What follows belongs to an exercise in optimizing a design on an open flow for small area; a production flow would make more cautious choices. At most, simulation tests tie the RTL to the original design; equivalence was not proved. No functional check of the RTL was part of runs 3 to 7. Power figures rest on the tool's default switching activity, not on a simulated workload.

`design/flow/flow/run.sh`:
```
#!/bin/bash
# Layout: the standard flow, with plain buf_1 cells as the port buffers.
set -euo pipefail
export BUFFER_PORTS_ARGS="-buffer_cell sky130_fd_sc_hd__buf_1"
bash standard.sh > standard_flow.log 2>&1
```
`design/flow/standard.sh`:
```
#!/bin/bash
# synth_recipe.tcl (not shown) runs the flow's synth.tcl, then flattens the netlist and writes it again
# the make line also repeats each setting of config.mk as NAME=value (left out here)
make -C /OpenROAD-flow-scripts/flow DESIGN_CONFIG=/design/flow/config.mk WORK_HOME=/design/flow/orfs CLKGATE_MAP_FILE= SYNTH_SCRIPT=/design/flow/synth_recipe.tcl "${@:-finish}"
```
`design/flow/config.mk`:
```
export PLATFORM = sky130hd
export DESIGN_NAME = ker_mem_loader
export DESIGN_NICKNAME = ker_mem_loader
export VERILOG_FILES = /design/flow/design.v
export SDC_FILE = /design/flow/constraint.sdc
export NUM_CORES = 4
export LEC_CHECK = 0
export ABC_AREA = 1
export CAP_MARGIN = 20
export CORE_MARGIN = 2
export CORE_UTILIZATION = 40
export CTS_CLUSTER_DIAMETER = 100
export CTS_CLUSTER_SIZE = 30
export SLEW_MARGIN = 20
```
`design/flow/constraint.sdc`:
```
create_clock -name core_clock -period 6.0 [get_ports {i_clk}]
set_input_delay 1.2000 -clock core_clock [delete_from_list [all_inputs] [get_ports {i_clk}]]
set_output_delay 1.2000 -clock core_clock [all_outputs]
set_load 0.01 [all_outputs]
```
`design/flow/design.v`:
```
module ker_mem_loader #(
  parameter int KER_NUM        = 3,
  parameter int KER_WIDTH      = 75,
  parameter int KER_ADDR_BITS  = 11,
  parameter int DRAM_DATA_BITS = 512,
  parameter int DRAM_ADDR_BITS = 29
) (
  input  logic                                i_clk,
  input  logic                                i_rst,
  input  logic                                i_start,
  input  logic [$clog2(KER_NUM)-1:0]          i_ker_sel,
  input  logic [KER_ADDR_BITS:0]              i_ker_height,
  input  logic [DRAM_ADDR_BITS-1:0]           i_dram_base,
  output logic                                o_busy,
  output logic                                o_done,
  output logic                                o_err,
  output logic                                o_dram_rd_req,
  output logic [DRAM_ADDR_BITS-1:0]           o_dram_rd_addr,
  output logic [KER_ADDR_BITS:0]              o_dram_rd_len,
  input  logic                                i_dram_rd_gnt,
  input  logic [DRAM_DATA_BITS-1:0]           i_dram_rd_data,
  input  logic                                i_dram_rd_valid,
  output logic                                o_dram_rd_ready,
  output logic [KER_NUM-1:0]                  o_ker_wr_en,
  output logic [KER_ADDR_BITS-1:0]            o_ker_wr_addr,
  output logic [KER_WIDTH-1:0]                o_ker_wr_data,
  output logic [KER_WIDTH-1:0]                o_ker_checksum
);
  localparam int WPB = DRAM_DATA_BITS / KER_WIDTH;    
  localparam int HW  = KER_ADDR_BITS + 1;
  localparam int QW  = $clog2((1 << KER_ADDR_BITS) / WPB + 1);   
  localparam int CW  = $clog2(WPB + 1);
  localparam int SW  = $clog2(KER_NUM);
  localparam int AW  = DRAM_ADDR_BITS;
  logic                 r_req, r_stream, r_fin;
  logic [SW-1:0]        r_sel;
  logic [QW-1:0]        r_q;           
  logic [CW-1:0]        r_rem;         
  logic [CW-1:0]        r_cnt;         
  logic [KER_ADDR_BITS-1:0] r_addr;
  logic [KER_WIDTH-1:0] r_slot [WPB];
  logic                 r_rst_seen;    
  logic                 w_idle, w_wr, w_more, w_part, w_q_zero, w_last, w_ready, w_acc;
  logic [QW-1:0]        w_q;
  logic [CW-1:0]        w_rem;
  logic [KER_WIDTH-1:0] w_d [WPB];
  for (genvar k = 0; k < WPB; k++) begin : g_d
    assign w_d[k] = i_dram_rd_data[k*KER_WIDTH +: KER_WIDTH];
  end
  assign w_idle   = !(r_req | r_stream | r_fin);
  assign w_wr     = (r_cnt != '0);
  assign w_more   = (r_cnt > CW'(1));                  
  assign w_part   = (r_rem != '0);
  assign w_q_zero = (r_q == '0);
  assign w_last   = (r_cnt == CW'(1)) && w_q_zero && !w_part;
  assign w_ready  = r_stream && (!w_q_zero || w_part) && !w_more;
  assign w_acc    = w_ready && i_dram_rd_valid;
  always_comb begin
    logic [1:0]    r;
    logic [2:0]    t;
    logic [HW-2:0] q;
    r = '0;
    for (int i = HW - 1; i >= 1; i--) begin
      t      = {r, i_ker_height[i]};
      q[i-1] = (t >= 3'd3);
      r      = q[i-1] ? 2'(t - 3'd3) : t[1:0];
    end
    w_q   = q[QW-1:0];
    w_rem = {r, i_ker_height[0]};
  end
  assign o_busy          = !w_idle;
  assign o_done          = r_fin;
  assign o_err           = r_fin && (int'(r_sel) >= KER_NUM);
  assign o_dram_rd_req   = r_req;
  assign o_dram_rd_addr  = r_slot[5][AW-1:0];
  assign o_dram_rd_len   = HW'(r_q) + HW'(w_part);
  assign o_dram_rd_ready = w_ready;
  assign o_ker_wr_en     = w_wr ? (KER_NUM'(1) << r_sel) : '0;
  assign o_ker_wr_addr   = r_addr;
  assign o_ker_wr_data   = r_slot[0];
  always_ff @(posedge i_clk or posedge i_rst) begin
    if (i_rst) begin
      r_req    <= 1'b0;
      r_stream <= 1'b0;
      r_fin    <= 1'b0;
      r_cnt    <= '0;
    end else begin
      r_fin <= 1'b0;
      if (w_idle && i_start) begin
        if (int'(i_ker_sel) >= KER_NUM || i_ker_height == '0) r_fin <= 1'b1;
        else                                                  r_req <= 1'b1;
      end
      if (r_req && i_dram_rd_gnt) begin
        r_req    <= 1'b0;
        r_stream <= 1'b1;
      end
      if (w_last) begin
        r_stream <= 1'b0;
        r_fin    <= 1'b1;
      end
      if (w_acc)     r_cnt <= w_q_zero ? r_rem : CW'(WPB);
      else if (w_wr) r_cnt <= r_cnt - CW'(1);
    end
  end
  always_ff @(posedge i_clk) begin
    if (w_idle) begin
      r_sel  <= i_ker_sel;
      r_q    <= w_q;
      r_rem  <= w_rem;
      r_addr <= '0;
    end else begin
      if (w_acc) begin
        if (w_q_zero) r_rem <= '0;
        else          r_q   <= r_q - QW'(1);
      end
      if (w_wr) r_addr <= r_addr + KER_ADDR_BITS'(1);
    end
  end
  always_ff @(posedge i_clk) begin
    r_slot[5][AW-1:0] <= ({AW{r_req}} & r_slot[5][AW-1:0]) | ({AW{w_idle}} & i_dram_base) |
                         ({AW{r_stream}} & w_d[5][AW-1:0]);
    r_slot[5][KER_WIDTH-1:AW] <= w_d[5][KER_WIDTH-1:AW];
    r_slot[4] <= ~(({KER_WIDTH{w_acc}} | r_slot[5]) & ({KER_WIDTH{w_more}} | w_d[4]));
    r_slot[3] <= w_acc ? w_d[3] : ~r_slot[4];
    r_slot[2] <= ~(({KER_WIDTH{w_acc}} | r_slot[3]) & ({KER_WIDTH{w_more}} | w_d[2]));
    r_slot[1] <= w_acc ? w_d[1] : ~r_slot[2];
    r_slot[0] <= ({KER_WIDTH{w_acc}} & w_d[0]) | ({KER_WIDTH{w_more}} & r_slot[1]);
  end
  logic [KER_WIDTH-1:0] r_csum;
  always_ff @(posedge i_clk or posedge i_rst) begin
    if (i_rst) r_rst_seen <= 1'b1;
    else       r_rst_seen <= 1'b0;
  end
  always_ff @(posedge i_clk or posedge i_rst) begin
    if (i_rst)                                  r_csum <= '0;
    else if ((w_idle && i_start) || r_rst_seen) r_csum <= '0;
    else                                        r_csum <= r_csum ^ r_slot[0];
  end
  assign o_ker_checksum = r_csum;
endmodule
```
==> flow_summary.toml, run 1 <==
[cts]
clkLatencyLatePin_ns = 0.58
cts_tree = "built"
clkSinkCount = 557
hold_buffers = 0
numCtsBuffers = 23
cts.clk_slew.worst_paths_ns = 0.12
cts_max_level = 1
clockRootBuffer = "clkbuf_16"
clk_path_buf_depth = 3

[sta]
max_freq_ghz = 0.175
max_slew_margin = 0.303
fin_crit_ns = 5.70
setup_viol = 0
hold_viol = 0
final-max-slew-violation-count = 0
fin_crit_sh = 0.950
tightest_slew_ns = 1.05
clock_skew_ns = 0.0171

[critical_path]
cpPeakStageDelay_ns = 0.21
ff2ff_path_depth = 15
rrSetupSlack_ns = 2.40
worstSetupPathType = "input port to flop"
start_kind = "input port"
cp_common_cell = "inv_2"
cp-startpoint = "i_ker_height[10]"
arrival_ns = 6.05
worstPathRequired_ns = 6.35
regToRegStartpoint = "r_q[0]$_DFFE_PP_"
endpoint_kind = "flop"
worstPathMaxFanout = 3
r2r-end = "r_slot[3][11]$_DFF_P_"
crit_slowest_cell = "ha_2"

[place]
globalplace.congestion = 0.932
dp_cells = 2997
hpwl_um = 45200
port_buffers = 705

[cells_and_area]
syn_to_final_growth_pct = 21.6
final_nets = 3003
final_cells = 3048
layout_commonest_cell = "buf_1"
drive_gt1_frac = 0.0569
fillers = 4409
layout_common_cells = "buf_1, dfxtp_1, nand2_1"

[run_status]
status = "no timing/DRC/antenna violations"

[global_route]
grtUsageMet1 = 0.268
track_usage = 0.233
gr-usage-met3 = 0.0651
grt-busiest-layer = "met2"
grt_pass1_wl_um = 83900
grt_start_max_net_pins = 187
global_route.usage.met2 = 0.414
grt_overflow = 0
antenna_found_initial = 10
grt_pass1_vias = 14204

[floorplan]
die_area_um2 = 47400
die_y_um = 218
ios = 770
initial_core_util = 0.404
core.rowCount = 78
die_width_um = 218
core_area_um2 = 45300

[route]
drc = 0
vias = 14724
drtAntennaViolNets = 0
wl_per_cell_um = 19.3
viasPerCell = 4.83
firstDrtPassIters = 5
drt_iter0_drc = 1037
drt-total-wl_um = 58900

[synthesis]
yosys.area.top_type = "dfxtp_1"
synthXorXnorAreaFrac = 0.0417
synth_area_leaders = "dfxtp_1, dfrtp_1, nand2_1"
synth_edf_count = 14
ys_ff_latch = 557
synth_simple_gate_area_frac = 0.118
synth_adder_area_share = 0.0110
synth_top_family_by_area = "compound AO/OA/AOI/OAI gates"
yosysTopAreaCellShare = 0.505
async_flop_share = 0.147
seq_area_frac_synth = 0.640
synth_area_per_cell_um2 = 10.3
ys_warn_count = 3
synth_flop_cell = "dfxtp_1"
syn-instance-count = 1782
synth_cell_types = 44
synth_compound_area_frac = 0.141
syn_area_um2 = 18300
synth_mux_area_frac = 0

[min_path]
holdPathStages = 1
min_to = "r_slot[2][30]$_DFF_P_"
hold_path.class = "flop to flop"
hp-start = "r_slot[3][30]$_DFF_P_"

[pwr]
p_per_area_nw_per_um2 = 538
finalPower_mw = 11.9
leakage_nw = 8.69
vdd_ir_drop_max_v = 0.000277

[flow_run]
maxCapViolCount = 0
-- state kept, by name (all words and copies together) (netlist names) --
| name | flops |
|---|---|
| r_rem | 3 |
| r_rst_seen | 1 |
| r_csum | 75 |
| r_req | 1 |
| r_q | 9 |
| r_slot | 450 |
| r_sel | 2 |
| r_fin | 1 |
| r_cnt | 3 |
| r_stream | 1 |
| r_addr | 11 |
-- how the worst max path moves through the flow --
| stage | endpoint | slack (ns) |
|---|---|---|
| 2_1_floorplan | r_q[0]$_DFFE_PP_ | 0.01 |
| 3_3_place_gp | r_rem[2]$_SDFFCE_PN0P_ | -0.12 |
| 3_5_place_dp | r_q[0]$_DFFE_PP_ | -0.43 |
| 4_1_cts | r_q[0]$_DFFE_PP_ | 0.19 |
| 5_1_grt | r_rem[2]$_SDFFCE_PN0P_ | -0.01 |
| 6_report | r_rem[1]$_SDFFCE_PN0P_ | 0.30 |
-- cells in the mapped netlist, types with 3 or more instances --
| master | number |
|---|---|
| nand2_1 | 298 |
| nor4_1 | 5 |
| nand3_2 | 9 |
| clkbuf_1 | 97 |
| o21ai_1 | 37 |
| nor3_1 | 13 |
| buf_4 | 31 |
| nand4_1 | 9 |
| edfxtp_1 | 14 |
| xor2_1 | 10 |
| nand2_2 | 10 |
| o22ai_1 | 150 |
| nor2_1 | 101 |
| a22o_1 | 75 |
| xnor2_1 | 77 |
| o21ai_0 | 133 |
| ha_1 | 16 |
| inv_1 | 64 |
| dfxtp_1 | 461 |
| a21oi_1 | 12 |
| buf_1 | 4 |
| nand3_1 | 47 |
| dfrtp_1 | 81 |
| nand2_4 | 3 |
-- cells by family after synthesis --
kind of cell | count (synthesis)
xor+xnor | 87
buf+inv | 202
compound gates | 415
simple gates | 504
other cells | 1
flops | 557
fa+ha+maj | 16
-- per-layer routing --
metal / wire (um) / vias to the layer above
met4: 2120 / 8
met3: 4480 / 101
met2: 29300 / 492
li1: - / 7275
met5: 53 / -
met1: 23000 / 6848
-- area by class of cell --
class,instances,area (um^2),share of cell area
Antenna cell,6,15.0,0.000676
Clock buffer,34,617,0.0278
Timing Repair Buffer,752,3010,0.136
Tap cell,600,751,0.0338
Inverter,68,268,0.0120
Clock inverter,6,61.3,0.00276
Multi-Input combinational cell,1025,5790,0.261
Sequential cell,557,11700,0.527
-- through the flow --
stage           util  setup slack (ns)  area (um^2)  TNS, ns  hold slack (ns)
2_1_floorplan      -            0.0102        18300        0            0.393
3_3_place_gp   0.473            -0.116        21400   -0.315            0.399
3_5_place_dp   0.473            -0.432        21400    -1.27            0.402
4_1_cts        0.488             0.190        22100        0            0.417
5_1_grt        0.491           -0.0130        22200  -0.0172            0.428
6_report       0.491             0.300        22200        0            0.409
-- report_power, final --
group          switching, mW  total [mW]  internal (mW)
combinational           2.41        3.99           1.58
sequential             0.701        6.05           5.35
clock                   1.17        1.91          0.747
-- repair_timing --
item,4_1_cts,5_1_grt
hold endpoints to repair,0,0
setup buffers,0,5
gates resized for setup,0,22
endpoints found under the setup margin,0,3
-- worst max-delay path: cells and delay by family --
family,cells,cell delay [ns]
adder cells (fa/ha/maj),9,1.55
AND/OR/NAND/NOR,29,2.30
buffers and inverters,15,0.76
AO/OA/AOI/OAI,1,0.19
==> inputs of run 2 (changes only) <==
--- a/design/flow/config.mk
+++ b/design/flow/config.mk
@@ -9,6 +9,4 @@
 export CAP_MARGIN = 20
 export CORE_MARGIN = 2
 export CORE_UTILIZATION = 40
-export CTS_CLUSTER_DIAMETER = 100
-export CTS_CLUSTER_SIZE = 30
 export SLEW_MARGIN = 20
==> flow_summary.toml, run 2 <==
[route]
viasPerCell = 4.84
drt_iter0_drc = 884
drtAntennaViolNets = 0
drc = 0
vias = 15039
firstDrtPassIters = 5
drt-total-wl_um = 59700
wl_per_cell_um = 19.2

[sta]
max_freq_ghz = 0.175
final-max-slew-violation-count = 0
fin_crit_ns = 5.71
setup-tns-final_ns = 0
holdWs_ns = 0.406
tightest_slew_ns = 1.04
hold_viol = 0
fin_crit_sh = 0.951
clock_skew_ns = 0.0258
setup_viol = 0
max_slew_margin = 0.309

[floorplan]
core_area_um2 = 45300
die_width_um = 218
initial_core_util = 0.404
die_area_um2 = 47400
die_y_um = 218
ios = 770
core.rowCount = 78

[synthesis]
synth_edf_count = 14
yosysTopAreaCellShare = 0.505
syn-instance-count = 1782
ys_warn_count = 3
synth_flop_cell = "dfxtp_1"
synth_mux_area_frac = 0
yosys-top-cells-count = "dfxtp_1, nand2_1, o22ai_1"
synth_area_per_cell_um2 = 10.3
synth_top_family_by_area = "compound AO/OA/AOI/OAI gates"
yosys.area.top_type = "dfxtp_1"
ys_ff_latch = 557
seq_area_frac_synth = 0.640
synth_cell_types = 44
async_flop_share = 0.147
syn_area_um2 = 18300
synthXorXnorAreaFrac = 0.0417
synth_simple_gate_area_frac = 0.118
yosysMostFrequentCell = "dfxtp_1"
synth_area_leaders = "dfxtp_1, dfrtp_1, nand2_1"
synth_compound_area_frac = 0.141
synth_adder_area_share = 0.0110

[cts]
cts_tree = "built"
cts.clk_slew.worst_paths_ns = 0.06
clockRootBuffer = "clkbuf_16"
clk_path_buf_depth = 3
clkSinkCount = 557
hold_buffers = 0
numCtsBuffers = 56
cts_max_level = 2
clkLatencyLatePin_ns = 0.61

[critical_path]
worstPathRequired_ns = 6.34
endpoint_kind = "flop"
crit_slowest_cell = "ha_2"
arrival_ns = 6.05
cpPeakStageDelay_ns = 0.21
start_kind = "input port"
cp_common_cell = "inv_2"
crit_family = "simple AND/OR/NAND/NOR gates"
worstSetupPathType = "input port to flop"
worstPathMaxFanout = 3
rrSetupSlack_ns = 2.39
critPathBufInv = 15

[cells_and_area]
layout_common_cells = "buf_1, dfxtp_1, nand2_1"
largestRegisters = "r_slot x450, r_csum x75, r_addr x11"
drive_gt1_frac = 0.0802
largest_reg_flops = 450
layout_commonest_cell = "buf_1"
top_register = "r_slot"
fillers = 4277
syn_to_final_growth_pct = 28.3
final_cells = 3110
final_nets = 3036

[pwr]
vdd_ir_drop_max_v = 0.000292
leakage_nw = 9.31
p_per_area_nw_per_um2 = 580

[global_route]
grt_pass1_wl_um = 85600
grt_pass1_vias = 14589
grt_start_max_net_pins = 187
grt_overflow = 0
track_usage = 0.238
antenna_found_initial = 10

[min_path]
hold_path.class = "flop to flop"

[place]
hpwl_um = 45200
globalplace.congestion = 0.932
port_buffers = 705
dp_cells = 2997

[flow_run]
maxCapViolCount = 0

[run_status]
status = "no timing/DRC/antenna violations"
[run 2: where the power goes]
group | switching, mW | internal (mW)
clock | 1.46 | 2.08
sequential | 0.706 | 5.36
combinational | 2.41 | 1.58
[run 2: metrics by stage]
| step | area (um^2) | util | worst slack [ns] | power, mW |
|---|---|---|---|---|
| after floorplan | 18300 | - | 0.0102 | 8.53 |
| after global placement | 21400 | 0.473 | -0.116 | 9.99 |
| after detailed placement | 21400 | 0.473 | -0.432 | 10.1 |
| after CTS | 23300 | 0.515 | 0.187 | 13.7 |
| after global routing | 23400 | 0.518 | -0.00178 | 14.4 |
| final | 23500 | 0.518 | 0.293 | 13.6 |
[run 2: worst paths after layout]
| kind | startpoint | end | cells past startpoint |
|---|---|---|---|
| hold reg to reg | r_slot[2][26]$_DFF_P_ | r_slot[1][26]$_DFF_P_ | 1 |
| setup reg to reg | r_q[0]$_DFFE_PP_ | r_slot[3][11]$_DFF_P_ | 15 |
| hold / removal | r_slot[2][26]$_DFF_P_ | r_slot[1][26]$_DFF_P_ | 1 |
| max in group asynchronous | i_rst | r_csum[60]$_DFF_PP0_ | 3 |
| setup / recovery | i_ker_height[10] | r_rem[1]$_SDFFCE_PN0P_ | 54 |
| min in group asynchronous | i_rst | r_csum[65]$_DFF_PP0_ | 2 |
[run 2: area by class of cell]
type | count | area, um^2 | share of cell area
flip-flops and latches | 557 | 11700 | 0.499
multi-input cells | 1025 | 5790 | 0.247
repair buffers | 752 | 3010 | 0.128
clock buffers | 87 | 1730 | 0.0738
well taps | 600 | 751 | 0.0320
inverters | 68 | 268 | 0.0114
clock inverters | 16 | 179 | 0.00763
diodes | 5 | 12.5 | 0.000534
[run 2: cells by family after synthesis]
group	Yosys count
flip-flops	557
AND/OR/NAND/NOR	504
AO/OA/AOI/OAI	415
buffers and inverters	202
XOR/XNOR	87
adder cells (fa/ha/maj)	16
other	1
[run 2: repair_timing]
action,CTS,global route
setup endpoints to repair,0,3
endpoints found under the hold margin,0,0
setup buffers,0,5
gates resized for setup,0,22
[run 2: worst register-to-register path, stage by stage (launching register included)]
cell	delay, ns
edfxtp_1	0.43
inv_1	0.13
ha_1	0.20
inv_1	0.05
nor3_1	0.14
inv_1	0.10
nor2_1	0.09
inv_1	0.06
nor2_1	0.16
nand4_1	0.25
o21ai_1	0.19
nor2_1	0.07
nand2_1	0.25
inv_8	0.33
buf_4	0.46
o21ai_0	0.52
[run 2: per-layer routing]
layer / share of wire / vias up / global-route usage
li1: - / 7374 / -
met1: 0.39 / 6968 / 0.270
met2: 0.50 / 564 / 0.419
met3: 0.081 / 125 / 0.0743
met4: 0.036 / 8 / 0.0912
met5: 0.00087 / - / 0
==> inputs of run 3 (changes only) <==
--- a/design/flow/design.v
+++ b/design/flow/design.v
@@ -116,14 +116,16 @@
       if (w_wr) r_addr <= r_addr + KER_ADDR_BITS'(1);
     end
   end
+  logic w_load;    
+  assign w_load = r_stream && !w_more;
   always_ff @(posedge i_clk) begin
     r_slot[5][AW-1:0] <= ({AW{r_req}} & r_slot[5][AW-1:0]) | ({AW{w_idle}} & i_dram_base) |
                          ({AW{r_stream}} & w_d[5][AW-1:0]);
     r_slot[5][KER_WIDTH-1:AW] <= w_d[5][KER_WIDTH-1:AW];
-    r_slot[4] <= ~(({KER_WIDTH{w_acc}} | r_slot[5]) & ({KER_WIDTH{w_more}} | w_d[4]));
-    r_slot[3] <= w_acc ? w_d[3] : ~r_slot[4];
-    r_slot[2] <= ~(({KER_WIDTH{w_acc}} | r_slot[3]) & ({KER_WIDTH{w_more}} | w_d[2]));
-    r_slot[1] <= w_acc ? w_d[1] : ~r_slot[2];
+    r_slot[4] <= ~(({KER_WIDTH{w_load}} | r_slot[5]) & ({KER_WIDTH{w_more}} | w_d[4]));
+    r_slot[3] <= w_more ? ~r_slot[4] : w_d[3];
+    r_slot[2] <= ~(({KER_WIDTH{w_load}} | r_slot[3]) & ({KER_WIDTH{w_more}} | w_d[2]));
+    r_slot[1] <= w_more ? ~r_slot[2] : w_d[1];
     r_slot[0] <= ({KER_WIDTH{w_acc}} & w_d[0]) | ({KER_WIDTH{w_more}} & r_slot[1]);
   end
   logic [KER_WIDTH-1:0] r_csum;
--- a/design/flow/config.mk
+++ b/design/flow/config.mk
@@ -9,4 +9,6 @@
 export CAP_MARGIN = 20
 export CORE_MARGIN = 2
 export CORE_UTILIZATION = 40
+export CTS_CLUSTER_DIAMETER = 100
+export CTS_CLUSTER_SIZE = 30
 export SLEW_MARGIN = 20
==> flow_summary.toml, run 3 <==
[pwr]
p_per_area_nw_per_um2 = 586
finalPower_mw = 13.0
leakage_nw = 8.78
vdd_ir_drop_max_v = 0.000404

[route]
drt_iter0_drc = 1063
firstDrtPassIters = 5
drc = 0
viasPerCell = 4.94
drtAntennaViolNets = 0
wl_per_cell_um = 21.0
drt-total-wl_um = 63800
vias = 15048

[synthesis]
synth_area_per_cell_um2 = 10.3
async_flop_share = 0.147
syn_area_um2 = 18300
synth_edf_count = 14
yosys-top-cells-count = "dfxtp_1, nand2_1, o21ai_0"
seq_area_frac_synth = 0.640
yosysTopAreaCellShare = 0.505
ys_warn_count = 3
synth_flop_cell = "dfxtp_1"
synth_cell_types = 44
syn-instance-count = 1780
synth_area_leaders = "dfxtp_1, dfrtp_1, nand2_1"
yosysMostFrequentCell = "dfxtp_1"
yosys.area.top_type = "dfxtp_1"
ys_ff_latch = 557

[floorplan]
die_width_um = 218
initial_core_util = 0.404
core_area_um2 = 45300
core.rowCount = 78
die_area_um2 = 47400
ios = 770
die_y_um = 218

[sta]
fin_crit_sh = 0.949
final-max-slew-violation-count = 0
max_freq_ghz = 0.176
fin_crit_ns = 5.70
holdWs_ns = 0.417
max_slew_margin = 0.304
setup-tns-final_ns = 0
tightest_slew_ns = 1.04
setup_viol = 0
setup_slack_ns = 0.305
clock_skew_ns = 0.0236
hold_viol = 0

[min_path]
hp-start = "r_slot[3][16]$_DFF_P_"
hold_path.class = "flop to flop"

[place]
pre_cts_slack_ns = -0.335
globalplace.congestion = 0.909
port_buffers = 705
hpwl_um = 48200

[run_status]
status = "no timing/DRC/antenna violations"

[critical_path]
endpoint_kind = "flop"
arrival_ns = 6.04
regToRegStartpoint = "r_q[0]$_DFFE_PP_"
critPathBufInv = 16
crit_slowest_cell = "ha_2"
cp_common_cell = "nand2_1"
worstSetupPathType = "input port to flop"
start_kind = "input port"
worstPathMaxFanout = 3
worstPathRequired_ns = 6.34
cpPeakStageDelay_ns = 0.19
cp-startpoint = "i_ker_height[10]"
crit_family = "simple AND/OR/NAND/NOR gates"

[cells_and_area]
final_nets = 3003
fillers = 4386
drive_gt1_frac = 0.0574
top_register = "r_slot"
layout_commonest_cell = "buf_1"
largestRegisters = "r_slot x450, r_csum x75, r_addr x11"
syn_to_final_growth_pct = 21.8
final_core_util = 0.492
layout_common_cells = "buf_1, dfxtp_1, nand2_1"
largest_reg_flops = 450

[global_route]
grt_pass1_vias = 14552
grt_start_max_net_pins = 265
grt_overflow = 0
track_usage = 0.253
antenna_found_initial = 15
grt_pass1_wl_um = 90300

[cts]
clkLatencyLatePin_ns = 0.57
cts.clk_slew.worst_paths_ns = 0.11
clockRootBuffer = "clkbuf_16"
clk_path_buf_depth = 3
numCtsBuffers = 23
cts_max_level = 1
hold_buffers = 0
cts_tree = "built"
clkSinkCount = 557

[flow_run]
maxCapViolCount = 0
run 3: worst paths after layout:
path                                         end  slack [ns]  cells past startpoint
max in group asynchronous    r_csum[2]$_DFF_PP0_        4.20                      3
hold / removal             r_slot[2][16]$_DFF_P_        0.42                      1
hold reg to reg            r_slot[2][16]$_DFF_P_        0.42                      1
min in group asynchronous   r_csum[52]$_DFF_PP0_        0.63                      2
setup reg to reg            r_cnt[1]$_DFFE_PP0P_        2.31                     13
setup / recovery                r_q[0]$_DFFE_PP_        0.30                     56
run 3: worst register-to-register path: cells and delay by family, from the launching register on:
| family | cells | cell delay [ns] |
|---|---|---|
| adder cells (fa/ha/maj) | 1 | 0.18 |
| buffers and inverters | 5 | 1.52 |
| flip-flops | 1 | 0.46 |
| AND/OR/NAND/NOR | 5 | 0.99 |
| AO/OA/AOI/OAI | 2 | 0.43 |
run 3: area by class of cell:
cell class | instances | area (um^2) | area share
diodes | 6 | 15.0 | 0.000675
clock buffers | 34 | 617 | 0.0277
clock inverters | 4 | 53.8 | 0.00242
inverters | 70 | 278 | 0.0125
multi-input cells | 1023 | 5810 | 0.261
flip-flops and latches | 557 | 11700 | 0.526
well taps | 600 | 751 | 0.0337
repair buffers | 752 | 3030 | 0.136
run 3: layer usage:
metal	track usage	routed length, um	share of wire	vias up
met4	0.0683	1700	0.027	18
li1	-	-	-	7280
met2	0.445	31300	0.49	541
met1	0.297	24900	0.39	7115
met3	0.0795	5770	0.090	94
met5	0	108	0.0017	-
run 3: kinds of logic after synthesis:
| logic type | count (synthesis) | share of synthesized area |
|---|---|---|
| flip-flops | 557 | 0.640 |
| XOR/XNOR | 88 | 0.0422 |
| AND/OR/NAND/NOR | 501 | 0.117 |
| other | 1 | 0.000205 |
| AO/OA/AOI/OAI | 415 | 0.141 |
| buffers and inverters | 202 | 0.0480 |
| adder cells (fa/ha/maj) | 16 | 0.0110 |
run 3: what timing repair did:
action | in CTS | in global routing
buffers inserted | 0 | 4
setup endpoints to repair | 0 | 3
hold endpoints to repair | 0 | 0
resized for setup | 0 | 12
run 3: through the flow:
stage | area [um^2] | instances
after floorplan | 18300 | 1782
after global placement | 21500 | 2997
after detailed placement | 21500 | 2997
after CTS | 22200 | 3035
after global routing | 22300 | 3044
final | 22300 | 3046
run 3: power breakdown:
group / internal (mW) / leakage (nW) / switching, mW
clock: 0.742 / 0.321 / 1.17
combinational: 1.80 / 3.39 / 3.07
sequential: 5.47 / 5.07 / 0.787
==> inputs of run 4 (changes only) <==
--- a/design/flow/config.mk
+++ b/design/flow/config.mk
@@ -9,6 +9,6 @@
 export CAP_MARGIN = 20
 export CORE_MARGIN = 2
 export CORE_UTILIZATION = 40
-export CTS_CLUSTER_DIAMETER = 100
-export CTS_CLUSTER_SIZE = 30
+export CTS_CLUSTER_DIAMETER = 80
+export CTS_CLUSTER_SIZE = 20
 export SLEW_MARGIN = 20
==> flow_summary.toml, run 4 <==
[cells_and_area]
largest_reg_flops = 450
multiInputGateArea_um2 = 5820
syn_to_final_growth_pct = 24.1
layout_common_cells = "buf_1, dfxtp_1, nand2_1"
drive_gt1_frac = 0.0658
final_nets = 3017
seq_area_um2 = 11700
top_register = "r_slot"
fillers = 4353
layout_commonest_cell = "buf_1"
largestRegisters = "r_slot x450, r_csum x75, r_addr x11"

[critical_path]
crit_slowest_cell = "o21bai_2"
worstSetupPathType = "input port to flop"
endpoint_kind = "flop"
worstPathMaxFanout = 3
worstPathRequired_ns = 6.32
cpPeakStageDelay_ns = 0.20
arrival_ns = 6.02
start_kind = "input port"

[sta]
fin_crit_ns = 5.70
setup_viol = 0
tightest_slew_ns = 1.05
hold_viol = 0
fin_crit_sh = 0.951
clock_skew_ns = 0.0197
max_slew_margin = 0.302
setup-tns-final_ns = 0
max_freq_ghz = 0.175
final-max-slew-violation-count = 0

[floorplan]
die_y_um = 218
core.rowCount = 78
die_width_um = 218
ios = 770
die_area_um2 = 47400
initial_core_util = 0.404
core_area_um2 = 45300

[synthesis]
syn_area_um2 = 18300
async_flop_share = 0.147
synth_edf_count = 14
yosysTopAreaCellShare = 0.505
synth_area_leaders = "dfxtp_1, dfrtp_1, nand2_1"
ys_warn_count = 3
yosys.area.top_type = "dfxtp_1"
synth_area_per_cell_um2 = 10.3
synth_cell_types = 44
yosysMostFrequentCell = "dfxtp_1"
ys_ff_latch = 557
syn-instance-count = 1780
seq_area_frac_synth = 0.640
synth_flop_cell = "dfxtp_1"
yosys-top-cells-count = "dfxtp_1, nand2_1, o21ai_0"

[route]
drc = 0
wl_met1_um = 24600
wl_met3_um = 6120
drt-total-wl_um = 64100
vias = 15167
drtAntennaViolNets = 0
firstDrtPassIters = 5
wl_met2_um = 31600
wl_per_cell_um = 20.9
drt_iter0_drc = 976
highest_layer = "met5"
viasPerCell = 4.94

[min_path]
hold_path.class = "flop to flop"

[global_route]
track_usage = 0.257
grt_pass1_vias = 14706
grt_pass1_wl_um = 90900
grt_start_max_net_pins = 265
antenna_found_initial = 13
grt_overflow = 0

[place]
port_buffers = 705
hpwl_um = 48200
globalplace.congestion = 0.909

[cts]
clkSinkCount = 557
cts_tree = "built"
clk_path_buf_depth = 3
clkLatencyLatePin_ns = 0.56
cts.clk_slew.worst_paths_ns = 0.08
cts_max_level = 2
clockRootBuffer = "clkbuf_16"
hold_buffers = 0
numCtsBuffers = 36

[pwr]
leakage_nw = 8.99
finalPower_mw = 13.6
p_per_area_nw_per_um2 = 600
vdd_ir_drop_max_v = 0.000379

[run_status]
status = "no timing/DRC/antenna violations"

[flow_run]
maxCapViolCount = 0
==> run 4: what timing repair did <==
action / CTS / global route
setup endpoints to repair: 0 / 3
buffers inserted: 0 / 5
gates resized for setup: 0 / 15
==> run 4: per-layer routing <==
| layer | vias to the layer above | global-route usage |
|---|---|---|
| li1 | 7324 | - |
| met1 | 7174 | 0.295 |
| met2 | 560 | 0.446 |
| met3 | 95 | 0.0914 |
| met4 | 14 | 0.0812 |
| met5 | - | 0 |
==> run 4: where the power goes <==
part | switching (mW) | internal (mW)
registers | 0.783 | 5.47
logic | 3.07 | 1.80
clock network | 1.29 | 1.18
==> run 4: per-stage QoR <==
step | hold WS [ns] | cells | utilization | area (um^2) | setup slack [ns]
floorplan | 0.402 | 1782 | - | 18300 | 0.00298
global placement | 0.405 | 2997 | 0.474 | 21500 | -0.0719
detailed placement | 0.407 | 2997 | 0.474 | 21500 | -0.335
CTS | 0.412 | 3057 | 0.498 | 22600 | 0.259
global route | 0.423 | 3066 | 0.501 | 22700 | -0.0188
finish | 0.413 | 3070 | 0.501 | 22700 | 0.296
==> run 4: final cells by class <==
| cell class | count | area share |
|---|---|---|
| diodes | 7 | 0.000772 |
| clock buffers | 53 | 0.0439 |
| clock inverters | 7 | 0.00337 |
| inverters | 70 | 0.0122 |
| multi-input cells | 1023 | 0.257 |
| flip-flops and latches | 557 | 0.516 |
| well taps | 600 | 0.0331 |
| repair buffers | 753 | 0.134 |
==> run 4: critical path, delay by kind of cell <==
| kind | cells | cell delay, ns |
|---|---|---|
| AND/OR/NAND/NOR | 31 | 2.25 |
| buffers and inverters | 15 | 0.87 |
| AO/OA/AOI/OAI | 1 | 0.20 |
| adder cells (fa/ha/maj) | 9 | 1.46 |
==> run 4: kinds of logic after synthesis <==
group | count (synthesis) | share of synthesized area
AND/OR/NAND/NOR | 501 | 0.117
AO/OA/AOI/OAI | 415 | 0.141
adder cells (fa/ha/maj) | 16 | 0.0110
XOR/XNOR | 88 | 0.0422
buffers and inverters | 202 | 0.0480
other | 1 | 0.000205
flip-flops | 557 | 0.640
==> run 4: path summary, 6_finish.rpt <==
check,start,end,slack (ns),cells after the start
setup reg to reg,r_q[0]$_DFFE_PP_,r_cnt[1]$_DFFE_PP0P_,2.31,13
hold reg to reg,r_slot[3][16]$_DFF_P_,r_slot[2][16]$_DFF_P_,0.41,1
hold / removal,r_slot[3][16]$_DFF_P_,r_slot[2][16]$_DFF_P_,0.41,1
min in group asynchronous,i_rst,r_csum[57]$_DFF_PP0_,0.65,2
setup / recovery,i_ker_height[10],r_rem[1]$_SDFFCE_PN0P_,0.30,56
max in group asynchronous,i_rst,r_cnt[1]$_DFFE_PP0P_,4.14,3
==> inputs of run 5 (changes only) <==
==> design/flow/flow/run.sh (replaced) <==
#!/bin/bash
# Layout: the standard flow, with plain buf_1 cells as the port buffers and ORFS's
# power recovery (downsizing gates off the critical paths) after global routing.
set -euo pipefail
export BUFFER_PORTS_ARGS="-buffer_cell sky130_fd_sc_hd__buf_1"
export RECOVER_POWER=100
bash standard.sh > standard_flow.log 2>&1
--- a/design/flow/config.mk
+++ b/design/flow/config.mk
@@ -9,6 +9,6 @@
 export CAP_MARGIN = 20
 export CORE_MARGIN = 2
 export CORE_UTILIZATION = 40
-export CTS_CLUSTER_DIAMETER = 80
-export CTS_CLUSTER_SIZE = 20
+export CTS_CLUSTER_DIAMETER = 100
+export CTS_CLUSTER_SIZE = 30
 export SLEW_MARGIN = 20
==> flow_summary.toml, run 5 <==
[route]
drt_iter0_drc = 1021
vias = 15035
drt-total-wl_um = 63800
wl_per_cell_um = 21.0
firstDrtPassIters = 5
viasPerCell = 4.94
drtAntennaViolNets = 0
drc = 0

[synthesis]
synth_top_family_by_area = "compound AO/OA/AOI/OAI gates"
syn-instance-count = 1780
synth_simple_gate_area_frac = 0.117
synth_area_leaders = "dfxtp_1, dfrtp_1, nand2_1"
seq_area_frac_synth = 0.640
async_flop_share = 0.147
synth_compound_area_frac = 0.141
yosysTopAreaCellShare = 0.505
synth_flop_cell = "dfxtp_1"
synth_cell_types = 44
synth_mux_area_frac = 0
ys_ff_latch = 557
synth_adder_area_share = 0.0110
yosys.area.top_type = "dfxtp_1"
yosys-top-cells-count = "dfxtp_1, nand2_1, o21ai_0"
syn_area_um2 = 18300
synth_area_per_cell_um2 = 10.3
ys_warn_count = 3
synthXorXnorAreaFrac = 0.0422
synth_edf_count = 14
yosysMostFrequentCell = "dfxtp_1"

[sta]
holdWs_ns = 0.416
final-max-slew-violation-count = 309
fin_crit_ns = 5.70
setup-tns-final_ns = 0
max_freq_ghz = 0.175
setup_viol = 0
hold_viol = 0
tightest_slew_ns = 3.29
clock_skew_ns = 0.0237
max_slew_margin = -1.19
fin_crit_sh = 0.950

[floorplan]
die_y_um = 218
core_area_um2 = 45300
initial_core_util = 0.404
ios = 770
core.rowCount = 78
die_area_um2 = 47400
die_width_um = 218

[critical_path]
cp_common_cell = "nand2_1"
worstPathRequired_ns = 6.34
worstSetupPathType = "input port to flop"
arrival_ns = 6.04
endpoint_kind = "flop"
worstPathMaxFanout = 3
rrSetupSlack_ns = 0.46
start_kind = "input port"
cpPeakStageDelay_ns = 0.19
crit_slowest_cell = "ha_2"

[global_route]
grt_start_max_net_pins = 265
grt_overflow = 0
antenna_found_initial = 15
grt_pass1_vias = 14552
grt_pass1_wl_um = 90300
track_usage = 0.253

[place]
hpwl_um = 48200
globalplace.congestion = 0.909
port_buffers = 705

[cells_and_area]
drive_gt1_frac = 0.0541
final_nets = 3003
final_core_util = 0.490
layout_common_cells = "buf_1, dfxtp_1, nand2_1"
multiInputGateArea_um2 = 5790
syn_to_final_growth_pct = 21.5
top_register = "r_slot"
fillers = 4397
largest_reg_flops = 450
layout_commonest_cell = "buf_1"
largestRegisters = "r_slot x450, r_csum x75, r_addr x11"
seq_area_um2 = 11700

[cts]
cts.clk_slew.worst_paths_ns = 0.11
cts_max_level = 1
clkLatencyLatePin_ns = 0.57
clockRootBuffer = "clkbuf_16"
clkSinkCount = 557
cts_tree = "built"
numCtsBuffers = 23
clk_path_buf_depth = 3

[pwr]
p_per_area_nw_per_um2 = 587
leakage_nw = 8.75
vdd_ir_drop_max_v = 0.000410

[run_status]
so_faults = "capacitance limit, slew limit"
status = "finished with violations"

[flow_run]
maxCapViolCount = 6

[min_path]
hold_path.class = "flop to flop"
run 5: metrics by stage:
| step | std cells | power (mW) | area [um^2] | setup slack, ns |
|---|---|---|---|---|
| 2_1_floorplan | 1782 | 9.21 | 18300 | 0.00298 |
| 3_3_place_gp | 2997 | 11.1 | 21500 | -0.0719 |
| 3_5_place_dp | 2997 | 11.2 | 21500 | -0.335 |
| 4_1_cts | 3035 | 13.1 | 22200 | 0.276 |
| 5_1_grt | 3044 | 13.9 | 22200 | -0.0533 |
| 6_report | 3046 | 13.0 | 22200 | 0.302 |
run 5: worst paths after layout:
path                                        from                     to  cells after the start
max                             i_ker_height[10]       r_q[0]$_DFFE_PP_                     56
min                        r_slot[3][16]$_DFF_P_  r_slot[2][16]$_DFF_P_                      1
max reg2reg                 r_cnt[1]$_DFFE_PP0P_   r_slot[3][7]$_DFF_P_                      8
min reg2reg                r_slot[3][16]$_DFF_P_  r_slot[2][16]$_DFF_P_                      1
max in group asynchronous                  i_rst   r_csum[66]$_DFF_PP0_                      3
min in group asynchronous                  i_rst   r_csum[54]$_DFF_PP0_                      2
run 5: where the power goes:
group	internal (mW)	switching (mW)	leakage, nW
Clock	0.742	1.17	0.321
Sequential	5.47	0.781	5.07
Combinational	1.80	3.05	3.35
run 5: kinds of logic after synthesis:
group                    after synthesis
XOR/XNOR                              88
other                                  1
flip-flops                           557
buffers and inverters                202
AO/OA/AOI/OAI                        415
AND/OR/NAND/NOR                      501
adder cells (fa/ha/maj)               16
run 5: per-layer routing:
metal | wire length (um) | track usage
met3 | 5840 | 0.0795
met5 | 107 | 0
met1 | 24800 | 0.297
met2 | 31400 | 0.445
met4 | 1700 | 0.0683
run 5: worst max-delay path: cells and delay by family:
family                     cells  cell delay, ns
AOI/OAI and AO/OA              2            0.37
buffers and inverters         16            0.95
and+or+nand+nor               29            1.99
adders and majority gates      9            1.49
run 5: what timing repair did:
item	4_1_cts	5_1_grt
endpoints found under the setup margin	0	3
setup buffers	0	4
gates resized for setup	0	12
hold buffers	0	0
run 5: final cells by class:
class                      instances  area share
antenna                            6    0.000676
inverter                          70      0.0121
timing repair buffer             752       0.135
clock buffer                      34      0.0278
multi-input combinational       1023       0.261
clock inverter                     4     0.00242
sequential                       557       0.527
tap                              600      0.0338
==> inputs of run 6 (changes only) <==
==> design/flow/flow/run.sh (replaced) <==
#!/bin/bash
# Layout: the standard flow (standard.sh), with two changes:
#  - synthesis maps the logic with an area-oriented ABC script (flow/area.abc) through
#    flow/my_synth.tcl, which otherwise runs synth_recipe.tcl unchanged;
#  - the port buffers are plain buf_1 cells.
# The whole ORFS output goes to standard_flow.log; ORFS's per-step logs are under orfs/logs.
set -euo pipefail
here=$(pwd)
export BUFFER_PORTS_ARGS="-buffer_cell sky130_fd_sc_hd__buf_1"
export MY_ABC_SCRIPT="$here/flow/area.abc"
export FLOW_SYNTH_TCL="$here/synth_recipe.tcl"
sed -E "s#SYNTH_SCRIPT=[^ ]*synth_recipe\.tcl#SYNTH_SCRIPT=$here/flow/my_synth.tcl#" standard.sh > my_standard.sh
grep -q "SYNTH_SCRIPT=$here/flow/my_synth.tcl" my_standard.sh
bash my_standard.sh > standard_flow.log 2>&1
==> design/flow/flow/area.abc (new file) <==
strash
&get -n
&dch
&nf -a
&put
==> design/flow/flow/my_synth.tcl (new file) <==
# The standard synthesis (synth_recipe.tcl, unchanged), with only ABC's combinational
# mapping script replaced by $::env(MY_ABC_SCRIPT). Registers are mapped before ABC runs,
# so they are the standard synthesis's, with the same names and cell types.
proc abc {args} {
  set i [lsearch -exact $args -script]
  if {$i >= 0} {
    lset args [expr {$i + 1}] $::env(MY_ABC_SCRIPT)
  }
  puts "abc (area script) $args"
  yosys abc {*}$args
}
source $::env(FLOW_SYNTH_TCL)
==> flow_summary.toml, run 6 <==
[floorplan]
die_y_um = 213
die_width_um = 213
initial_core_util = 0.406
core.rowCount = 76

[run_status]
error_line = "[ERROR PPL-0024] Number of IO pins (770) exceeds maximum number of available positions (766). Increase the die perimeter from 853.02um to 1047.20um."
status = "did not finish"
haltStage = "I/O pin placement"

[synthesis]
synth_flop_cell = "dfxtp_1"
synth_cell_types = 41
seq_area_frac_synth = 0.668
yosysMostFrequentCell = "dfxtp_1"
yosysTopAreaCellShare = 0.527
syn-instance-count = 1532
synth_area_per_cell_um2 = 11.4
yosys-top-cells-count = "dfxtp_1, nor2_1, a21oi_1"
syn_area_um2 = 17500
async_flop_share = 0.147
ys_warn_count = 3
synth_area_leaders = "dfxtp_1, dfrtp_1, o22ai_1"
synth_edf_count = 14
yosys.area.top_type = "dfxtp_1"
ys_ff_latch = 557
run 6: cell count changes after synthesis, moves of 10 or more:
cell      before  now
nand2_1      300   17
o21ai_0      165    8
a21oi_1       12  167
nor2_1        95  249
clkbuf_1      85    0
inv_1         65    0
clkinv_1       1   42
nand3_1       49    8
a222oi_1       0   29
buf_1         15    0
nand2_2       10    0
run 6: cells by family after synthesis:
family | count (synthesis) | synth area share
flops | 557 | 0.668
compound gates | 473 | 0.177
simple gates | 319 | 0.0745
xor+xnor | 92 | 0.0460
buf+inv | 73 | 0.0223
fa+ha+maj | 16 | 0.0114
other cells | 1 | 0.000214
mux | 1 | 0.000571
==> inputs of run 7 (changes only) <==
--- a/design/flow/config.mk
+++ b/design/flow/config.mk
@@ -7,8 +7,8 @@
 export LEC_CHECK = 0
 export ABC_AREA = 1
 export CAP_MARGIN = 20
-export CORE_MARGIN = 2
-export CORE_UTILIZATION = 40
+export CORE_AREA = 5 5 265 265
 export CTS_CLUSTER_DIAMETER = 100
 export CTS_CLUSTER_SIZE = 30
+export DIE_AREA = 0 0 270 270
 export SLEW_MARGIN = 20
==> flow_summary.toml, run 7 <==
[place]
port_buffers = 705
hpwl_um = 43400
placed_area_um2 = 21500
globalplace.congestion = 0.861

[cts]
numCtsBuffers = 25
cts_max_level = 1
clk_path_buf_depth = 3
cts_tree = "built"
clkLatencyLatePin_ns = 0.60
clkSinkCount = 557
clockRootBuffer = "clkbuf_16"
hold_buffers = 0
cts.clk_slew.worst_paths_ns = 0.11

[pwr]
vdd_ir_drop_max_v = 0.000437
finalPower_mw = 13.1
leakage_nw = 8.60
p_per_area_nw_per_um2 = 583

[synthesis]
yosysTopAreaCellShare = 0.527
yosys-top-cells-count = "dfxtp_1, nor2_1, a21oi_1"
synth_cell_types = 41
syn_area_um2 = 17500
yosys.area.top_type = "dfxtp_1"
synth_area_leaders = "dfxtp_1, dfrtp_1, o22ai_1"
async_flop_share = 0.147
syn-instance-count = 1532
synth_edf_count = 14
ys_ff_latch = 557
yosysMostFrequentCell = "dfxtp_1"
seq_area_frac_synth = 0.668
ys_warn_count = 3
synth_flop_cell = "dfxtp_1"
synth_area_per_cell_um2 = 11.4

[critical_path]
endpoint_kind = "flop"
rrSetupSlack_ns = 2.09
crit_family = "compound AO/OA/AOI/OAI gates"
r2r-end = "r_rem[2]$_SDFFCE_PN0P_"
cp_common_cell = "ha_2"
regToRegStartpoint = "r_stream$_DFFE_PP0P_"
worstPathMaxFanout = 5
arrival_ns = 6.76
crit_slowest_cell = "a2111o_1"
start_kind = "input port"
cp-startpoint = "i_ker_height[10]"
worstSetupPathType = "input port to flop"
cpPeakStageDelay_ns = 0.33
path_depth = 36
endpoint = "r_rem[2]$_SDFFCE_PN0P_"
ff2ff_path_depth = 7
critPathBufInv = 1
worstPathRequired_ns = 6.35

[floorplan]
die_area_um2 = 72900
ios = 770
die_width_um = 270
die_y_um = 270
initial_core_util = 0.261
core_area_um2 = 67200
core.rowCount = 95

[sta]
tightest_slew_ns = 1.15
setup_viol = 3
final-max-slew-violation-count = 0
grt_setup_unrepaired = "yes"
fin_crit_ns = 6.41
clock_skew_ns = 0.0471
fin_crit_sh = 1.07
max_slew_margin = 0.233
max_freq_ghz = 0.156
hold_viol = 0
setup_slack_ns = -0.414
setup-tns-final_ns = -1.14

[global_route]
grt_overflow = 0
track_usage = 0.151
grt_pass1_vias = 13822
grt_pass1_wl_um = 86200
antenna_found_initial = 8
grt_start_max_net_pins = 224

[cells_and_area]
largestRegisters = "r_slot x450, r_csum x75, r_addr x11"
final_cell_area_um2 = 22500
final_nets = 2864
largest_reg_flops = 450
layout_common_cells = "buf_1, dfxtp_1, nor2_1"
drive_gt1_frac = 0.0568
fillers = 6930
final_core_util = 0.335
top_register = "r_slot"
syn_to_final_growth_pct = 28.5
layout_commonest_cell = "buf_1"

[route]
drt-total-wl_um = 58900
viasPerCell = 4.48
drtAntennaViolNets = 0
drt_iter0_drc = 1086
drc = 0
firstDrtPassIters = 5
wl_per_cell_um = 18.5
vias = 14262

[min_path]
hold_path.class = "flop to flop"

[run_status]
status = "finished with violations"
so_faults = "setup timing"

[flow_run]
maxCapViolCount = 0
==> run 7: where the power goes <==
part           total, mW  leakage [nW]  internal [mW]  switching, mW
clock               2.08         0.380          0.836           1.25
sequential          6.28          5.07           5.46          0.815
combinational       4.75          3.16           1.93           2.82
==> run 7: repair_timing <==
action | CTS | global route
pin swaps | 4 | 3
endpoints found under the setup margin | 3 | 4
resized for setup | 13 | 6
setup buffers | 8 | 2
==> run 7: how the worst min path moves through the flow <==
stage               depth (start not counted)             startpoint                     to
finish                                      1  r_slot[4][46]$_DFF_P_  r_slot[3][46]$_DFF_P_
global route                                1  r_slot[4][70]$_DFF_P_  r_slot[3][70]$_DFF_P_
CTS                                         1  r_slot[4][46]$_DFF_P_  r_slot[3][46]$_DFF_P_
detailed placement                          1  r_slot[2][72]$_DFF_P_  r_slot[1][72]$_DFF_P_
global placement                            1  r_slot[2][65]$_DFF_P_  r_slot[1][65]$_DFF_P_
floorplan                                   1   r_slot[2][0]$_DFF_P_   r_slot[1][0]$_DFF_P_
==> run 7: logic make-up (layout without fill, tap and decap cells) <==
group | count (synthesis) | in the layout | synth area share
AOI/OAI and AO/OA | 473 | 473 | 0.177
xor gates and xnor gates | 92 | 92 | 0.0460
adders and majority gates | 16 | 16 | 0.0114
buffers and inverters | 73 | 845 | 0.0223
DFF | 557 | 557 | 0.668
muxes | 1 | 1 | 0.000571
other | 1 | 8 | 0.000214
and+or+nand+nor | 319 | 319 | 0.0745
==> run 7: layout make-up <==
| type | instances | area (um^2) | share of cell area |
|---|---|---|---|
| diodes | 5 | 12.5 | 0.000556 |
| well taps | 873 | 1090 | 0.0485 |
| clock inverters | 7 | 130 | 0.00578 |
| clock buffers | 38 | 674 | 0.0300 |
| repair buffers | 758 | 3080 | 0.137 |
| inverters | 42 | 161 | 0.00717 |
| multi-input cells | 904 | 5650 | 0.251 |
| flip-flops and latches | 557 | 11700 | 0.520 |
==> run 7: routing by layer <==
metal,routed length (um),up-vias,share of wire,GRT usage
met5,13,-,0.00022,0
met1,24900,6689,0.42,0.195
li1,-,7002,-,-
met4,1420,2,0.024,0.0438
met2,29000,500,0.49,0.261
met3,3650,69,0.062,0.0249
==> run 7: through the flow <==
step	std cells	hold slack (ns)	worst slack [ns]
4_1_cts	3177	0.385	-0.389
3_3_place_gp	3124	0.386	-1.02
3_5_place_dp	3124	0.389	-1.18
5_1_grt	3182	0.404	-0.784
2_1_floorplan	1534	0.383	-3.50
6_report	3184	0.385	-0.414
==> run 7: worst reg2reg max path: stages, from the launching register on <==
cell and delay [ns]:
dfrtp_2 1.14, nor2b_4 0.31, buf_4 0.39, o21a_1 0.26
and2_4 0.54, buf_4 0.58, nand2_1 0.23, nand2_1 0.17
==> inputs of run 8 (changes only) <==
--- a/design/flow/design.v
+++ b/design/flow/design.v
@@ -56,17 +56,20 @@
   assign w_ready  = r_stream && (!w_q_zero || w_part) && !w_more;
   assign w_acc    = w_ready && i_dram_rd_valid;
   always_comb begin
-    logic [1:0]    r;
-    logic [2:0]    t;
+    logic          r1, r0, n1, n0, b;
     logic [HW-2:0] q;
-    r = '0;
+    r1 = 1'b0;
+    r0 = 1'b0;
     for (int i = HW - 1; i >= 1; i--) begin
-      t      = {r, i_ker_height[i]};
-      q[i-1] = (t >= 3'd3);
-      r      = q[i-1] ? 2'(t - 3'd3) : t[1:0];
+      b      = i_ker_height[i];
+      q[i-1] = r1 | (r0 & b);                       
+      n1     = (r0 & ~b) | (r1 & b);                
+      n0     = (~r1 & ~r0 & b) | (r1 & ~b);         
+      r1     = n1;
+      r0     = n0;
     end
     w_q   = q[QW-1:0];
-    w_rem = {r, i_ker_height[0]};
+    w_rem = {r1, r0, i_ker_height[0]};
   end
   assign o_busy          = !w_idle;
   assign o_done          = r_fin;
==> flow_summary.toml, run 8 <==
[run_status]
status = "no timing/DRC/antenna violations"

[cells_and_area]
layout_commonest_cell = "buf_1"
fillers = 7045
largest_reg_flops = 450
final_cells = 3150
drive_gt1_frac = 0.0255
seq_area_um2 = 11700
top_register = "r_slot"
final_nets = 2828
largestRegisters = "r_slot x450, r_csum x75, r_addr x11"
multiInputGateArea_um2 = 5490
syn_to_final_growth_pct = 25.4
layout_common_cells = "buf_1, dfxtp_1, nand2_1"

[global_route]
antenna_found_initial = 8
track_usage = 0.156
grt_overflow = 0
grt_pass1_wl_um = 88900
grt_pass1_vias = 14140
grt_start_max_net_pins = 126

[sta]
hold_viol = 0
setup_viol = 0
clock_skew_ns = 0.0383
max_slew_margin = 0.316
fin_crit_sh = 0.776
tightest_slew_ns = 1.03
setup-tns-final_ns = 0
setup_slack_ns = 1.35
grt_setup_unrepaired = "no"
final-max-slew-violation-count = 0
max_freq_ghz = 0.215
holdWs_ns = 0.383
fin_crit_ns = 4.65

[cts]
hold_buffers = 0
clockRootBuffer = "clkbuf_16"
clkLatencyLatePin_ns = 0.61
cts.clk_slew.worst_paths_ns = 0.11
cts_resized = 0
cts_max_level = 1
cts_tree = "built"
clkSinkCount = 557
numCtsBuffers = 24
postCtsSetupBuffers = 0
clk_path_buf_depth = 3

[synthesis]
seq_area_frac_synth = 0.667
synth_flop_cell = "dfxtp_1"
yosys-top-cells-count = "dfxtp_1, nand2_1, o21ai_0"
ys_ff_latch = 557
syn-instance-count = 1539
synth_area_leaders = "dfxtp_1, dfrtp_1, o22ai_1"
synth_cell_types = 51
syn_area_um2 = 17500
async_flop_share = 0.147
yosysMostFrequentCell = "dfxtp_1"
synth_area_per_cell_um2 = 11.4
yosysTopAreaCellShare = 0.526
ys_warn_count = 3
yosys.area.top_type = "dfxtp_1"
synth_edf_count = 14

[pwr]
leakage_nw = 8.21
vdd_ir_drop_max_v = 0.000286
p_per_area_nw_per_um2 = 588

[critical_path]
worstSetupPathType = "input port to flop"
worstPathRequired_ns = 6.35
arrival_ns = 5.01
endpoint_kind = "flop"
ff2ff_path_depth = 9
cp-startpoint = "i_ker_height[10]"
r2r-end = "r_slot[0][37]$_DFF_P_"
worstPathMaxFanout = 4
rrSetupSlack_ns = 2.00
regToRegStartpoint = "r_cnt[1]$_DFFE_PP0P_"
start_kind = "input port"

[route]
firstDrtPassIters = 6
wl_per_cell_um = 19.4
drc = 0
vias = 14193
drt-total-wl_um = 61000
drtAntennaViolNets = 0
drt_iter0_drc = 1053
viasPerCell = 4.51

[floorplan]
die_width_um = 270
core_area_um2 = 67200
die_y_um = 270
die_area_um2 = 72900
core.rowCount = 95
initial_core_util = 0.261
ios = 770

[place]
pre_cts_slack_ns = 0.804
hpwl_um = 44500
port_buffers = 705
dp_cells = 3103
globalplace.congestion = 0.847

[min_path]
hold_path.class = "flop to flop"
min_to = "r_slot[2][27]$_DFF_P_"
hp-start = "r_slot[3][27]$_DFF_P_"
holdPathStages = 1

[flow_run]
maxCapViolCount = 0
[run 8: changes by cell type in the layout (fill, tap and decap cells not counted), moves of 4 or more]
cell / previous run / this run
o21a_1: 7 / 1
nand2_1: 17 / 166
a21oi_2: 5 / 0
nor3_1: 11 / 16
ha_1: 6 / 12
ha_2: 8 / 0
nor2_1: 246 / 101
a21oi_1: 162 / 16
buf_4: 51 / 14
clkinv_1: 39 / 43
o21ai_0: 7 / 165
[run 8: worst max-delay path by stage]
stage,to,cells after the start
after floorplan,r_slot[0][0]$_DFF_P_,3
after detailed placement,r_rem[1]$_SDFFCE_PP0P_,13
after global routing,r_rem[1]$_SDFFCE_PP0P_,13
after CTS,o_dram_rd_ready,7
after global placement,r_rem[1]$_SDFFCE_PP0P_,13
final,r_rem[1]$_SDFFCE_PP0P_,13
[run 8: kinds of logic (layout without fill, tap and decap cells)]
family	Yosys count	in the layout	synth area share
buffers and inverters	75	807	0.0227
DFF	557	557	0.667
adders and majority gates	12	12	0.00856
xor gates and xnor gates	91	91	0.0454
AOI/OAI and AO/OA	470	470	0.175
muxes	4	4	0.00307
other	1	7	0.000214
and+or+nand+nor	329	329	0.0781
[run 8: cell type report]
cell class | instances | share of cell area
sequential | 557 | 0.532
multi-input combinational | 909 | 0.250
timing repair buffer | 720 | 0.126
tap | 873 | 0.0497
clock buffer | 37 | 0.0304
inverter | 44 | 0.00762
clock inverter | 6 | 0.00415
antenna | 4 | 0.000455
[run 8: where the power goes]
part           switching [mW]  leakage (nW)  internal [mW]  total (mW)
Clock                    1.23         0.367          0.816        2.05
Combinational            2.81          2.77           1.75        4.57
Sequential              0.831          5.07           5.49        6.32
[run 8: routing by layer]
layer / GRT usage / vias up / part of all wire
met5: 0 / - / 0.00061
met4: 0.0481 / 6 / 0.033
met3: 0.0415 / 91 / 0.076
met2: 0.274 / 485 / 0.49
met1: 0.188 / 6662 / 0.40
li1: - / 6949 / -
[run 8: worst max-delay path: stages]
cell and delay [ns]:
buf_1 0.15, clkinv_1 0.15, ha_1 0.33, and2_0 0.21
or3b_1 0.47, a31o_1 0.22, a221oi_1 0.44, a221oi_1 0.23
a2111oi_0 0.68, nor3_1 0.20, nor3b_1 0.37, o21ai_0 0.17
and3b_1 0.18
[run 8: metrics by stage]
stage                     instance area (um^2)  power [mW]  utilization
after CTS                                22000        13.1        0.327
final                                    22000        12.9        0.328
after detailed placement                 21200        11.0        0.316
after floorplan                          17600        9.21            -
after global placement                   21200        10.9        0.316
after global routing                     22000        13.9        0.327
==> inputs of run 9 (changes only) <==
--- a/design/flow/design.v
+++ b/design/flow/design.v
@@ -40,7 +40,9 @@
   logic [KER_ADDR_BITS-1:0] r_addr;
   logic [KER_WIDTH-1:0] r_slot [WPB];
   logic                 r_rst_seen;    
+  logic [KER_WIDTH-1:0] r_csum;        
   logic                 w_idle, w_wr, w_more, w_part, w_q_zero, w_last, w_ready, w_acc;
+  logic                 w_start, w_empty, w_clr;
   logic [QW-1:0]        w_q;
   logic [CW-1:0]        w_rem;
   logic [KER_WIDTH-1:0] w_d [WPB];
@@ -55,6 +57,8 @@
   assign w_last   = (r_cnt == CW'(1)) && w_q_zero && !w_part;
   assign w_ready  = r_stream && (!w_q_zero || w_part) && !w_more;
   assign w_acc    = w_ready && i_dram_rd_valid;
+  assign w_start  = w_idle && i_start;
+  assign w_empty  = (int'(i_ker_sel) >= KER_NUM) || (i_ker_height == '0);   
   always_comb begin
     logic          r1, r0, n1, n0, b;
     logic [HW-2:0] q;
@@ -75,7 +79,7 @@
   assign o_done          = r_fin;
   assign o_err           = r_fin && (int'(r_sel) >= KER_NUM);
   assign o_dram_rd_req   = r_req;
-  assign o_dram_rd_addr  = r_slot[5][AW-1:0];
+  assign o_dram_rd_addr  = r_csum[AW-1:0];
   assign o_dram_rd_len   = HW'(r_q) + HW'(w_part);
   assign o_dram_rd_ready = w_ready;
   assign o_ker_wr_en     = w_wr ? (KER_NUM'(1) << r_sel) : '0;
@@ -89,9 +93,9 @@
       r_cnt    <= '0;
     end else begin
       r_fin <= 1'b0;
-      if (w_idle && i_start) begin
-        if (int'(i_ker_sel) >= KER_NUM || i_ker_height == '0) r_fin <= 1'b1;
-        else                                                  r_req <= 1'b1;
+      if (w_start) begin
+        if (w_empty) r_fin <= 1'b1;
+        else         r_req <= 1'b1;
       end
       if (r_req && i_dram_rd_gnt) begin
         r_req    <= 1'b0;
@@ -122,24 +126,22 @@
   logic w_load;    
   assign w_load = r_stream && !w_more;
   always_ff @(posedge i_clk) begin
-    r_slot[5][AW-1:0] <= ({AW{r_req}} & r_slot[5][AW-1:0]) | ({AW{w_idle}} & i_dram_base) |
-                         ({AW{r_stream}} & w_d[5][AW-1:0]);
-    r_slot[5][KER_WIDTH-1:AW] <= w_d[5][KER_WIDTH-1:AW];
+    r_slot[5] <= w_d[5];
     r_slot[4] <= ~(({KER_WIDTH{w_load}} | r_slot[5]) & ({KER_WIDTH{w_more}} | w_d[4]));
     r_slot[3] <= w_more ? ~r_slot[4] : w_d[3];
     r_slot[2] <= ~(({KER_WIDTH{w_load}} | r_slot[3]) & ({KER_WIDTH{w_more}} | w_d[2]));
     r_slot[1] <= w_more ? ~r_slot[2] : w_d[1];
     r_slot[0] <= ({KER_WIDTH{w_acc}} & w_d[0]) | ({KER_WIDTH{w_more}} & r_slot[1]);
   end
-  logic [KER_WIDTH-1:0] r_csum;
   always_ff @(posedge i_clk or posedge i_rst) begin
     if (i_rst) r_rst_seen <= 1'b1;
     else       r_rst_seen <= 1'b0;
   end
+  assign w_clr = r_rst_seen || w_start || (r_req && i_dram_rd_gnt);
   always_ff @(posedge i_clk or posedge i_rst) begin
-    if (i_rst)                                  r_csum <= '0;
-    else if ((w_idle && i_start) || r_rst_seen) r_csum <= '0;
-    else                                        r_csum <= r_csum ^ r_slot[0];
+    if (i_rst)      r_csum <= '0;
+    else if (w_clr) r_csum <= (w_start && !w_empty) ? KER_WIDTH'(i_dram_base) : '0;
+    else            r_csum <= r_csum ^ r_slot[0];
   end
   assign o_ker_checksum = r_csum;
 endmodule
==> flow_summary.toml, run 9 <==
[pwr]
comb_power_share = 0.359
p_per_area_nw_per_um2 = 594
vdd_ir_drop_max_v = 0.000558
p_seq_frac = 0.482
p_clk_frac = 0.159
p_switching_mw = 4.91
swShare = 0.379
leakage_nw = 8.09
internal-power_mw = 8.04

[sta]
fin_crit_sh = 0.775
tightest_slew_ns = 0.899
setup_viol = 0
max_freq_ghz = 0.215
max_slew_margin = 0.401
grt_setup_unrepaired = "no"
holdWs_ns = 0.388
setup-tns-final_ns = 0
clock_skew_ns = 0.0253
hold_viol = 0
final-max-slew-violation-count = 0
fin_crit_ns = 4.65

[global_route]
antenna_found_initial = 4
track_usage = 0.151
grt_pass1_wl_um = 85800
grt_overflow = 0
grt_pass1_vias = 13537
grt_start_max_net_pins = 147

[synthesis]
synth_area_per_cell_um2 = 11.4
yosysTopAreaCellShare = 0.533
synth_flop_cell = "dfxtp_1"
synth_cell_types = 51
async_flop_share = 0.147
syn_area_um2 = 17300
yosys-top-cells-count = "dfxtp_1, o21ai_0, nand2_1"
yosysMostFrequentCell = "dfxtp_1"
seq_area_frac_synth = 0.676
ys_ff_latch = 557
ys_warn_count = 3
synth_area_leaders = "dfxtp_1, dfrtp_1, o21ai_0"
yosys.area.top_type = "dfxtp_1"
synth_edf_count = 14
syn-instance-count = 1513

[flow_run]
maxCapViolCount = 0

[cts]
clk_path_buf_depth = 3
cts_tree = "built"
cts.clk_slew.worst_paths_ns = 0.12
clkLatencyLatePin_ns = 0.59
clockRootBuffer = "clkbuf_16"
clkSinkCount = 557
postCtsSetupBuffers = 0
numCtsBuffers = 24
cts_max_level = 1
cts_resized = 0
hold_buffers = 0

[floorplan]
ios = 770
core.rowCount = 95
initial_core_util = 0.258
die_y_um = 270
die_width_um = 270
die_area_um2 = 72900
core_area_um2 = 67200

[critical_path]
endpoint_kind = "flop"
start_kind = "input port"
cp_cell_sequence = "buf_1 -> clkinv_1 -> ha_1 -> and2_0 -> or3b_1 -> a31o_1 -> a221oi_1 -> a221oi_1 -> a2111oi_0 -> nor3_1 -> nor3b_1 -> o21ai_0 -> and4b_1"
worstPathMaxFanout = 4
worstSetupPathType = "input port to flop"
crit_slowest_cell = "a2111oi_0"
ff2ff_path_depth = 6
crit_family = "compound AO/OA/AOI/OAI gates"
cp_common_cell = "a221oi_1"
path_depth = 13
worstPathRequired_ns = 6.36
arrival_ns = 5.01
cpPeakStageDelay_ns = 0.69
critPathBufInv = 2

[route]
viasPerCell = 4.44
drtAntennaViolNets = 0
drc = 0
wl_per_cell_um = 18.8
drt-total-wl_um = 58800
drt_iter0_drc = 727
vias = 13869
firstDrtPassIters = 5

[cells_and_area]
layout_commonest_cell = "buf_1"
multiInputGateArea_um2 = 5380
syn_to_final_growth_pct = 26.0
layout_common_cells = "buf_1, dfxtp_1, nand2_1"
fillers = 6940
final_nets = 2800
final_core_util = 0.325
top_register = "r_slot"
largest_reg_flops = 450
largestRegisters = "r_slot x450, r_csum x75, r_addr x11"
drive_gt1_frac = 0.0267
seq_area_um2 = 11700

[min_path]
hold_path.class = "flop to flop"
holdPathStages = 1

[place]
hpwl_um = 43000
port_buffers = 705
globalplace.congestion = 0.860

[run_status]
status = "no timing/DRC/antenna violations"
run 9: changes by cell type after synthesis, moves of 2 or more:
| cell | previous run | this run |
|---|---|---|
| a211oi_1 | 5 | 2 |
| a21oi_1 | 17 | 14 |
| a222oi_1 | 29 | 0 |
| clkinv_1 | 44 | 14 |
| nand2_1 | 166 | 198 |
| nor2_1 | 101 | 71 |
| nor3_1 | 17 | 15 |
| o21a_1 | 1 | 3 |
| o21ai_0 | 165 | 199 |
| or3_1 | 2 | 6 |
run 9: stage by stage:
step,setup WS (ns),total power [mW],instances,instance area [um^2]
2_1_floorplan,-1.50,9.30,1515,17400
3_3_place_gp,0.879,10.9,3075,21000
3_5_place_dp,0.747,11.0,3075,21000
4_1_cts,1.41,13.1,3119,21800
5_1_grt,0.972,13.8,3121,21800
6_report,1.35,12.9,3122,21800
run 9: cells by family (layout without fill, tap and decap cells):
kind of cell,after synthesis,in the layout,synth area share
DFF,557,557,0.676
AOI/OAI and AO/OA,471,471,0.169
and+or+nand+nor,333,333,0.0807
xor gates and xnor gates,90,90,0.0456
buffers and inverters,45,776,0.0165
adders and majority gates,12,12,0.00868
muxes,4,4,0.00311
other,1,6,0.000217
run 9: final timing paths:
kind | startpoint | slack (ns) | endpoint
setup / recovery | i_ker_height[10] | 1.35 | r_rem[1]$_SDFFCE_PN0P_
hold / removal | r_slot[3][28]$_DFF_P_ | 0.39 | r_slot[2][28]$_DFF_P_
setup reg to reg | r_stream$_DFFE_PP0P_ | 2.69 | r_csum[12]$_DFF_PP0_
hold reg to reg | r_slot[3][28]$_DFF_P_ | 0.39 | r_slot[2][28]$_DFF_P_
max in group asynchronous | i_rst | 4.03 | r_csum[30]$_DFF_PP0_
min in group asynchronous | i_rst | 0.67 | r_csum[67]$_DFF_PP0_
run 9: layer usage:
| metal | share of wire | routed length, um | up-vias | track usage |
|---|---|---|---|---|
| li1 | - | - | 6803 | - |
| met1 | 0.43 | 25000 | 6541 | 0.193 |
| met2 | 0.49 | 28600 | 453 | 0.259 |
| met3 | 0.063 | 3700 | 72 | 0.0334 |
| met4 | 0.025 | 1440 | 0 | 0.0400 |
| met5 | 0 | 0 | - | 0 |
run 9: power by group through the flow:
stage          clock network (mW)  registers [mW]  logic (mW)
6_report                     2.06            6.23        4.65
5_1_grt                      2.28            6.39        5.19
4_1_cts                      2.14            6.23        4.75
3_5_place_dp                    0            6.30        4.74
3_3_place_gp                    0            6.28        4.66
2_1_floorplan                   0            6.32        2.98
run 9: layout make-up:
cell class | count | area share
flip-flops and latches | 557 | 0.537
multi-input cells | 913 | 0.247
repair buffers | 718 | 0.128
well taps | 873 | 0.0501
clock buffers | 38 | 0.0318
clock inverters | 6 | 0.00373
inverters | 14 | 0.00252
diodes | 3 | 0.000344
